What follows belongs to an exercise in optimizing a design on an open flow for small area, a short achievable clock period and few clock cycles per item; a production flow would make more cautious choices. RTL that was checked went through simulation tests only; none was proved equivalent to the original.

Design float_mul_pipe, start of the top module:
module float_mul_pipe #(
  parameter int E_BIT = 8,
  parameter int F_BIT = 23,
  parameter int TAG_W = 4
) (
  input  logic                 clk,
  input  logic                 rst,
  input  logic                 in_valid,
  output logic                 in_ready,
  input  logic [E_BIT+F_BIT:0] in_a,
  input  logic [E_BIT+F_BIT:0] in_b,
  input  logic [TAG_W-1:0]     in_tag,
  output logic                 out_valid,
  input  logic                 out_ready,
  output logic [E_BIT+F_BIT:0] out_p,
  output logic [TAG_W-1:0]     out_tag,
  output logic [3:0]           out_flags
);
Size in the first run: ~2300 cells after synthesis, about 25000 um^2 of cells after synthesis.
clock: 8.0 ns
lec_check: 0
cap_margin: 20
core_margin: 2
core_utilization: 60
setup_slack_margin: 3.5
slew_margin: 20
synth_hierarchical: 1
synth_minimum_keep_size: 0
run.sh (not shown) runs the stock make flow with config.mk's settings and CLKGATE_MAP_FILE= SYNTH_SCRIPT=/design/flow/synth_recipe.tcl, a recipe that flattens the netlist after the stock synthesis.
Edit:
--- a/flow/design.v
+++ b/flow/design.v
@@ -13,18 +13,18 @@
   output logic                 out_valid,
   input  logic                 out_ready,
   output logic [E_BIT+F_BIT:0] out_p,
   output logic [TAG_W-1:0]     out_tag,
   output logic [3:0]           out_flags
 );
   localparam logic [1:0] C_NUM = 2'd0, C_ZERO = 2'd1, C_INF = 2'd2, C_NAN = 2'd3;
-  logic r_v0, r_v1, r_ov;
+  logic r_v0, r_v1, r_ov, r_sv, r_rdy;
   logic w_adv;
-  assign w_adv     = out_ready | ~r_ov;
-  assign in_ready  = w_adv;
+  assign w_adv     = ~r_sv;
+  assign in_ready  = r_rdy;
   assign out_valid = r_ov;
   logic [7:0]  w_ea, w_eb;
   logic [22:0] w_fa, w_fb;
   logic        w_za, w_zb, w_ia, w_ib, w_na, w_nb;
   logic [1:0]  w_cls0;
   logic [23:0] w_mb;
   logic [11:0] w_neg, w_one, w_two;
@@ -1318,35 +1318,59 @@
         end else begin
           w_p     = {r1_sign, w_ef, w_frac};
           w_flags = {3'b000, w_inexact};
         end
       end
     endcase
   end
-  logic [31:0] r_p;
-  logic [3:0]  r_flags, r_tag;
+  logic [31:0] r_p, r_sp;
+  logic [3:0]  r_flags, r_sflags, r_tag, r_stag;
   assign out_p     = r_p;
   assign out_tag   = r_tag;
   assign out_flags = r_flags;
   always_ff @(posedge clk) begin
-    if (w_adv) begin
+    if (r_sv) begin
+      if (out_ready) begin
+        r_p     <= r_sp;
+        r_flags <= r_sflags;
+        r_tag   <= r_stag;
+      end
+    end else if (~r_ov | out_ready) begin
       r_p     <= w_p;
       r_flags <= w_flags;
       r_tag   <= r1_tag;
+    end else begin
+      r_sp     <= w_p;
+      r_sflags <= w_flags;
+      r_stag   <= r1_tag;
     end
   end
   always_ff @(posedge clk or posedge rst) begin
     if (rst) begin
-      r_v0 <= 1'b0;
-      r_v1 <= 1'b0;
-      r_ov <= 1'b0;
-    end else if (w_adv) begin
-      r_v0 <= in_valid;
-      r_v1 <= r_v0;
-      r_ov <= r_v1;
+      r_v0  <= 1'b0;
+      r_v1  <= 1'b0;
+      r_ov  <= 1'b0;
+      r_sv  <= 1'b0;
+      r_rdy <= 1'b1;
+    end else begin
+      if (w_adv) begin
+        r_v0 <= in_valid;
+        r_v1 <= r_v0;
+      end
+      if (r_sv) begin
+        if (out_ready) begin
+          r_sv  <= 1'b0;
+          r_rdy <= 1'b1;
+        end
+      end else if (~r_ov | out_ready) begin
+        r_ov <= r_v1;
+      end else if (r_v1) begin
+        r_sv  <= 1'b1;
+        r_rdy <= 1'b0;
+      end
     end
   end
 endmodule
 module fmul_pfx_gp (
   input  logic gh, ph, gl, pl,
   output logic g, p
 );
Effect: Clock-buffer cell count shrinks by 1. Worst setup slack improves by 150 ps. Via count goes up by a few percent. Synthesized cell count came out higher by a few percent. Routed wire length grows by a few percent. Utilization shrinks by 0.95 points. Final area goes up by a few percent. Flip-flop and latch count increases by 42.
Testbench counts after the change, summed over its fixed seeds: cycles 160,024, items 160,000.
Only the layout flow was run in the first run of this note; the RTL was not checked for function there.

[port drivers added, routing unchanged]
The flow's constraints put no driver on any port. The routed layouts listed below were extracted and timed again, unchanged, in two steps. Step 1, drivers: a clkbuf_16 drives clk and a buf_2 each remaining input, both assumed. Step 2 adds t to the input delays and takes it off the output delays; t is the mean of the earliest and latest rising clock arrival at the registers after step 1. Input paths then give back, and output paths get back, about the clock's delay inside the block. a / b / c = ideal ports / drivers / drivers and shift; a / b = the first two.
run	t (ns)	setup WS [ns]	worst setup path after step 2	worst register clock-pin slew, ns	pins driven straight from the clock port
the first run	0.628	3.425 / 3.425 / 3.100	input to register	0.07 / 0.07	1
the second run	0.641	3.576 / 3.576 / 3.145	input to register	0.06 / 0.06	1
After both steps every run listed still meets setup and hold. For the second run, which loses most, drivers alone change the setup slack by 0.000 ns; drivers and shift together by -0.431 ns.
